Source: an optimization exercise on an open RTL-to-GDS flow (aim: small area, a short achievable clock period and few clock cycles per item). Production flows keep margins and buffers that such runs may drop. Function was checked by simulation only, so behaviour that the tests miss may differ from the original. No driver is modelled on the clock port, so clock power and skew are understated where the tree is cut down; a real chip needs a root buffer or a tree. Power is estimated from default activity; no workload was simulated.

## the previous run
// hilbert_curve_converter
module hilbert_curve_converter (
   input  logic                        clock,
   input  logic                        reset,
   input  logic                        req_valid,
   output logic                        req_stall,
   input  logic [64:0]                 req_word,
   output logic                        rsp_valid,
   input  logic                        rsp_stall,
   output logic [63:0]                 rsp_word,
   input  logic                        csr_write_enable,
   input  logic [4:0]                  csr_write_data
);
   localparam int N  = hcc_pkg::MAX_ORDER;
   localparam int NP = N / 2;
   localparam int MW = hcc_pkg::MAP_W;
   localparam int NL = 5;                       
   logic [hcc_pkg::ORDER_W-1:0] order_ff;       
   logic [N-1:0]                lvl_mask;       
   logic                        take;           
   logic                        s1_take;        
   logic [N-1:0]                a_in, e_in;
   logic                        s1_valid_ff;
   logic                        s1_action_ff;   
   logic                        s1_action_n_ff;
   logic                        s1_act;         
   logic                        s1_act_b;
   logic [N-1:0]                s1_a_ff, s1_e_ff;
   logic [1:0]                  z7_in;          
   logic [1:0]                  s1_z7_ff;
   logic [NP-1:0][MW-1:0]       pmap;           
   logic [NP-1:0][MW-1:0]       pre_in;         
   logic [NP-1:0][MW-1:0]       pre_out;        
   logic [NP-2:0][1:0]          pz_in;          
   logic [N-1:0]                ah_in;          
   logic                        rsp_valid_ff;
   logic                        rsp_act_x_ff;   
   logic                        rsp_act_y_ff;
   logic                        rsp_ix_hi_ff;   
   logic                        rsp_ix_lo_ff;
   logic [N-1:0]                rsp_a_ff, rsp_e_ff;
   logic [NL-1:0][1:0]          rsp_pz_ff;
   logic [2*NL-1:0]             st_u, st_c;     
   logic [2*NL-1:0]             st1_u, st1_c;   
   function automatic logic [1:0] lvl_step(input logic act, input logic a, input logic e,
                                           input logic [1:0] z);
      logic u, c;
      u = z[1];
  ...
Settings: LEC_CHECK=0, ABC_AREA=1, CAP_MARGIN=20, CORE_AREA=2.3 2.72 121.9 122.4, DIE_AREA=0 0 124 124.5, SETUP_SLACK_MARGIN=2.6, SLEW_MARGIN=20, TNS_END_PERCENT=5; clock period 5.0 ns.
standard.sh (not shown) runs the stock make flow with config.mk's settings and CLKGATE_MAP_FILE= SYNTH_SCRIPT=/design/flow/synth_recipe.tcl, a recipe that flattens the netlist after the stock synthesis.
==> flow/flow/run.sh <==
#!/bin/bash
# The standard layout, with three changes:
#  - after the standard synthesis, its combinational logic is mapped again by
#    ABC (flow/remap.tcl, script below); every register instance is kept as
#    the standard synthesis made it, with its name and cell;
#  - the ports are buffered by the smallest buffer instead of the delay buffer
#    buffer_ports picks by default; every port still gets its own buffer;
#  - the clock tree is one level of four clkbuf_16 (flow/one_level_cts.tcl)
#    instead of TritonCTS's two-level H-tree.
# Each tool's output goes to a log file of its own in this folder.
set -euo pipefail
work=$(pwd)
results=$work/orfs/results/sky130hd/hilbert_curve_converter/base
export BUFFER_PORTS_ARGS="-buffer_cell sky130_fd_sc_hd__buf_1"
export PRE_CTS_TCL="$work/flow/one_level_cts.tcl"

# standard synthesis
bash standard.sh "$results/1_2_yosys.v" > standard_synth.log 2>&1

# re-map the combinational logic
cp "$results/1_2_yosys.v" "$work/standard_netlist.v"
YOSYS=$(command -v yosys || echo "$FLOW_HOME/../tools/install/yosys/bin/yosys")
REMAP_IN=$work/standard_netlist.v REMAP_OUT=$work/remapped_netlist.v \
REMAP_TOP=${FLOW_TOP:-hilbert_curve_converter} REMAP_STAT=$work/remap_stat.txt \
REMAP_LIB=$FLOW_HOME/platforms/sky130hd/lib/sky130_fd_sc_hd__tt_025C_1v80.lib \
REMAP_SCRIPT="strash; &get -n; &dch -f; &nf -R 1000; &put" \
  "$YOSYS" -c "$work/flow/remap.tcl" > remap.log 2>&1
cp "$work/remapped_netlist.v" "$results/1_2_yosys.v"
touch "$results/1_2_yosys.v"

# the rest of the standard layout on the re-mapped netlist
bash standard.sh finish > standard_layout.log 2>&1
Other scripts of this flow, unchanged in this note and not shown: flow/flow/one_level_cts.tcl, flow/flow/remap.tcl
No stage failed in the previous run, and the final checks on the layout all came back clean.
Testbench counts of the previous run, summed over its fixed seeds: cycles 2,568, items 2,560.
Input-level comparison between the current run and the previous run:
--- a/flow/design.v
+++ b/flow/design.v
@@ -52,18 +52,16 @@
    logic                        s1_take;        
    logic [N-1:0]                a_in, e_in;
    logic                        s1_valid_ff;
    logic                        s1_action_ff;   
    logic                        s1_action_n_ff;
    logic                        s1_act;         
    logic                        s1_act_b;
    logic [N-1:0]                s1_a_ff, s1_e_ff;
-   logic [1:0]                  z7_in;          
-   logic [1:0]                  s1_z7_ff;
    logic [NP-1:0][MW-1:0]       pmap;           
    logic [NP-1:0][MW-1:0]       pre_in;         
    logic [NP-1:0][MW-1:0]       pre_out;        
    logic [NP-2:0][1:0]          pz_in;          
    logic [N-1:0]                ah_in;          
    logic                        rsp_valid_ff;
    logic                        rsp_act_x_ff;   
    logic                        rsp_act_y_ff;
@@ -96,27 +94,16 @@
       for (int s = 0; s < N; s++) begin
          if (order_ff[4] || order_ff[3:0] > 4'(s)) lvl_mask[s] = 1'b1;
       end
    end
    for (genvar s = 0; s < N; s++) begin : g_in
       assign a_in[s] = req_word[64] ? req_word[2*s+1] : req_word[48+s];
       assign e_in[s] = req_word[64] ? req_word[2*s] : req_word[48+s] ^ req_word[32+s];
    end
-   always_comb begin
-      logic ah, eh, al, el, act;
-      logic [1:0] z;
-      act = req_word[64];
-      ah  = a_in[N-1] & lvl_mask[N-1];
-      eh  = e_in[N-1] & lvl_mask[N-1];
-      al  = a_in[N-2] & lvl_mask[N-2];
-      el  = e_in[N-2] & lvl_mask[N-2];
-      z   = lvl_step(act, al, el, lvl_step(act, ah, eh, {order_ff[0], 1'b0}));
-      z7_in = {z[0], z[1]};
-   end
    assign take      = !rsp_valid_ff || !rsp_stall;
    assign s1_take   = !s1_valid_ff || take;
    assign req_stall = !s1_take;
    always_ff @(posedge clock) begin
       if (reset) begin
          s1_valid_ff <= 1'b0;
       end else if (s1_take) begin
          s1_valid_ff <= req_valid;
@@ -130,17 +117,16 @@
       end
    end
    always_ff @(posedge clock) begin
       if (s1_take) begin
          s1_action_ff   <= req_word[64];
          s1_action_n_ff <= !req_word[64];
          s1_a_ff      <= a_in & lvl_mask;
          s1_e_ff      <= e_in & lvl_mask;
-         s1_z7_ff     <= z7_in;
       end
    end
    assign s1_act   = s1_action_ff;
    assign s1_act_b = !s1_action_n_ff;
    for (genvar j = 0; j < NP; j++) begin : g_pair
       logic ah, eh, al, el;
       logic [1:0] r, k;
       assign ah = s1_a_ff[2*j+1];
@@ -150,17 +136,19 @@
       logic act;
       assign act = (j < NP/2) ? s1_act : s1_act_b;
       assign r = (act == hcc_pkg::ACT_TO_INDEX) ? {eh ^ el, !(eh && !el)} : 2'b01;
       assign k = lvl_step(act, al, el, lvl_step(act, ah, eh, 2'b00));
       assign pmap[j] = {r, k[0], k[1]};
    end
    for (genvar i = 0; i < NP; i++) begin : g_pre0
       if (i == 0) begin : g_top
-         assign pre_in[i] = {2'b00, s1_z7_ff};
+         logic u0;
+         assign u0 = order_ff[0];
+         assign pre_in[i] = {2'b00, pmap[NP-1][1:0] ^ ({2{u0}} & pmap[NP-1][3:2])};
       end else begin : g_rest
          assign pre_in[i] = pmap[NP-1-i];
       end
    end
    logic [MW-1:0] p0_0;
    logic [MW-1:0] p1_0;
    logic [MW-1:0] p2_0;
    logic [MW-1:0] p3_0;
Notes after the runs:
The current run ended up with a lower power per cell area than the previous run did.
In the flow results for the previous run and the current run, the net count of the mapped netlist is larger on the previous run.
Share of the cycle needed by the critical path after routing was lower in the run labelled the previous run.
On growth of design area from synthesis to finish, the previous run and the current run are neck and neck.
Side by side, number of buffer and inverter instances along the worst setup path turned out lower in the current run than in the previous run.
Cmp the previous run and the current run / final core utilization / lower: the current run
The current run ended up with a lower wire length reported by the detailed router than the previous run did.
Required time of the worst setup path essentially unchanged between the previous run and the current run.
From the current run to the previous run, die extent in x did not move at all.
Testbench counts of the current run, summed over its fixed seeds: cycles 2,568, items 2,560.
No run of this note takes its clock network from TritonCTS; it comes from the design's own scripts or RTL.


hilbert_curve_converter, a different RTL version from the one above (not shown whole).
Size: roughly 600 cells after synthesis, ~140 I/O pins, roughly 5600 µm² of cells after synthesis.
export LEC_CHECK = 0
export ABC_AREA = 1
export CAP_MARGIN = 20
export CORE_AREA = 2.3 2.72 112.7 112.88
export DIE_AREA = 0 0 115 115.2
export SETUP_SLACK_MARGIN = 2.6
export SLEW_MARGIN = 20
export TNS_END_PERCENT = 5
create_clock -name core_clock -period 5.0 [get_ports {clock}]
Scripts as last shown in full above: flow/flow/run.sh
Other scripts of this flow, unchanged in this note and not shown: flow/flow/one_level_cts.tcl, flow/flow/remap.tcl
Testbench counts at the start, summed over its fixed seeds: cycles 2,568, items 2,560.
Next try:
--- a/flow/design.v
+++ b/flow/design.v
@@ -38,42 +38,44 @@
    input  logic [64:0]                 req_word,
    output logic                        rsp_valid,
    input  logic                        rsp_stall,
    output logic [63:0]                 rsp_word,
    input  logic                        csr_write_enable,
    input  logic [4:0]                  csr_write_data
 );
    localparam int N  = hcc_pkg::MAX_ORDER;
    localparam int NP = N / 2;
    localparam int MW = hcc_pkg::MAP_W;
-   localparam int NL = 5;                       
+   localparam int NL = 4;                       
    logic [hcc_pkg::ORDER_W-1:0] order_ff;       
    logic [N-1:0]                lvl_mask;       
    logic                        take;           
    logic                        s1_take;        
    logic [N-1:0]                a_in, e_in;
    logic                        s1_valid_ff;
    logic                        s1_action_ff;   
    logic                        s1_action_n_ff;
    logic                        s1_act;         
    logic                        s1_act_b;
    logic [N-1:0]                s1_a_ff, s1_e_ff;
    logic [1:0]                  z7_in;          
    logic [1:0]                  s1_z7_ff;
    logic [NP-1:0][MW-1:0]       pmap;           
    logic [NP-1:0][MW-1:0]       pre_in;         
    logic [NP-1:0][MW-1:0]       pre_out;        
    logic [NP-2:0][1:0]          pz_in;          
    logic [N-1:0]                ah_in;          
    logic                        rsp_valid_ff;
    logic                        rsp_act_x_ff;   
+   logic                        rsp_act_y_ff;
    logic                        rsp_ix_hi_ff;   
+   logic                        rsp_ix_lo_ff;
    logic [N-1:0]                rsp_a_ff, rsp_e_ff;
    logic [NL-1:0][1:0]          rsp_pz_ff;
    logic [2*NL-1:0]             st_u, st_c;     
    logic [2*NL-1:0]             st1_u, st1_c;   
    function automatic logic [1:0] lvl_step(input logic act, input logic a, input logic e,
                                            input logic [1:0] z);
       logic u, c;
       u = z[1];
       c = z[0];
       if (act == hcc_pkg::ACT_TO_INDEX) begin
@@ -228,21 +230,23 @@
             assign zs = pz_in[j];
          end
          assign zl = lvl_step(s1_act_b, s1_a_ff[2*j+1], s1_e_ff[2*j+1], zs);
          assign ah_in[2*j+1] = s1_a_ff[2*j+1] ^ (s1_e_ff[2*j+1] ? zs[1] : zs[0]);
          assign ah_in[2*j]   = s1_a_ff[2*j] ^ (s1_e_ff[2*j] ? zl[1] : zl[0]);
       end
    end
    always_ff @(posedge clock) begin
       if (take) begin
          rsp_act_x_ff  <= s1_action_ff;
+         rsp_act_y_ff  <= !s1_action_n_ff;
          rsp_ix_hi_ff  <= !s1_action_ff;
+         rsp_ix_lo_ff  <= s1_action_n_ff;
          rsp_a_ff      <= ah_in;
          rsp_e_ff      <= s1_e_ff;
          rsp_pz_ff     <= pz_in[NL-1:0];
       end
    end
    for (genvar j = 0; j < NL; j++) begin : g_state
       logic [1:0] zs;
       assign zs = rsp_pz_ff[j];
       assign {st_u[2*j+1], st_c[2*j+1]} = zs;
       assign {st_u[2*j], st_c[2*j]} =
@@ -255,16 +259,16 @@
       logic e, hi0, hi1;
       assign e = rsp_e_ff[s];
       if (s < 2*NL) begin : g_lower
          assign hi0 = rsp_a_ff[s] ^ (e ? st_u[s] : st_c[s]);
          assign hi1 = rsp_a_ff[s] ^ (e ? st1_u[s] : st1_c[s]);
       end else begin : g_upper
          assign hi0 = rsp_a_ff[s];
          assign hi1 = rsp_a_ff[s];
       end
       assign rsp_word[32+2*s+1] = hi0 & rsp_ix_hi_ff;
-      assign rsp_word[32+2*s]   = e & rsp_ix_hi_ff;
+      assign rsp_word[32+2*s]   = e & rsp_ix_lo_ff;
       assign rsp_word[16+s]     = hi1 & (rsp_act_x_ff == hcc_pkg::ACT_TO_COORDS);
-      assign rsp_word[s]        = (hi1 ^ e) & (rsp_act_x_ff == hcc_pkg::ACT_TO_COORDS);
+      assign rsp_word[s]        = (hi1 ^ e) & (rsp_act_y_ff == hcc_pkg::ACT_TO_COORDS);
    end
    assign rsp_valid = rsp_valid_ff;
 endmodule
Combinational power increases by about 3%.
Total power increases by 1.8%.
Core utilization decreases by 1.4 points.
Worst setup slack is better by 150 ps.
Routed wire length increases by 7.2%.
Global-route usage increases by 1.6 points.
Synthesized area decreases by 0.33%.
Critical path depth does not change.
Hold slack stays flat.
Die area is unchanged.
Testbench counts after the change, summed over its fixed seeds: cycles 2,568, items 2,560.
No run of this note takes its clock network from TritonCTS; it comes from the design's own scripts or RTL.

[separate check: timing with driven ports]
How much do the figures lean on ideal ports? The routed layouts below were timed once more, with nothing changed but the port constraints.
Step 1: set_driving_cell puts a clkbuf_16 on clock and a buf_2 on each other input, an assumption about the parent block.
Step 2 moves the port delays by t, midway between the first and last clock arrival at a register: inputs arrive t later, outputs are due t later. That takes back most of the time a late clock gives input paths.
a / b / c = ideal ports / drivers / drivers and shift; a / b = the first two.
run	shift t [ns]	slack for setup (ns)	worst hold slack (ns)	worst slew at a driven data input, ns
the previous run	0.236	2.065 / 2.065 / 2.058	0.431 / 0.431 / 0.431	0.04
the current run	0.231	1.869 / 1.870 / 1.870	0.430 / 0.430 / 0.430	0.03
the first run of note 2	0.231	1.811 / 1.811 / 1.811	0.423 / 0.423 / 0.423	0.05
the second run of note 2	0.233	1.958 / 1.958 / 1.856	0.426 / 0.426 / 0.426	0.04
After both steps every run listed still meets setup and hold. The setup slack of the second run of note 2, which loses most, moves by 0.000 ns with the drivers and by -0.102 ns with both steps.
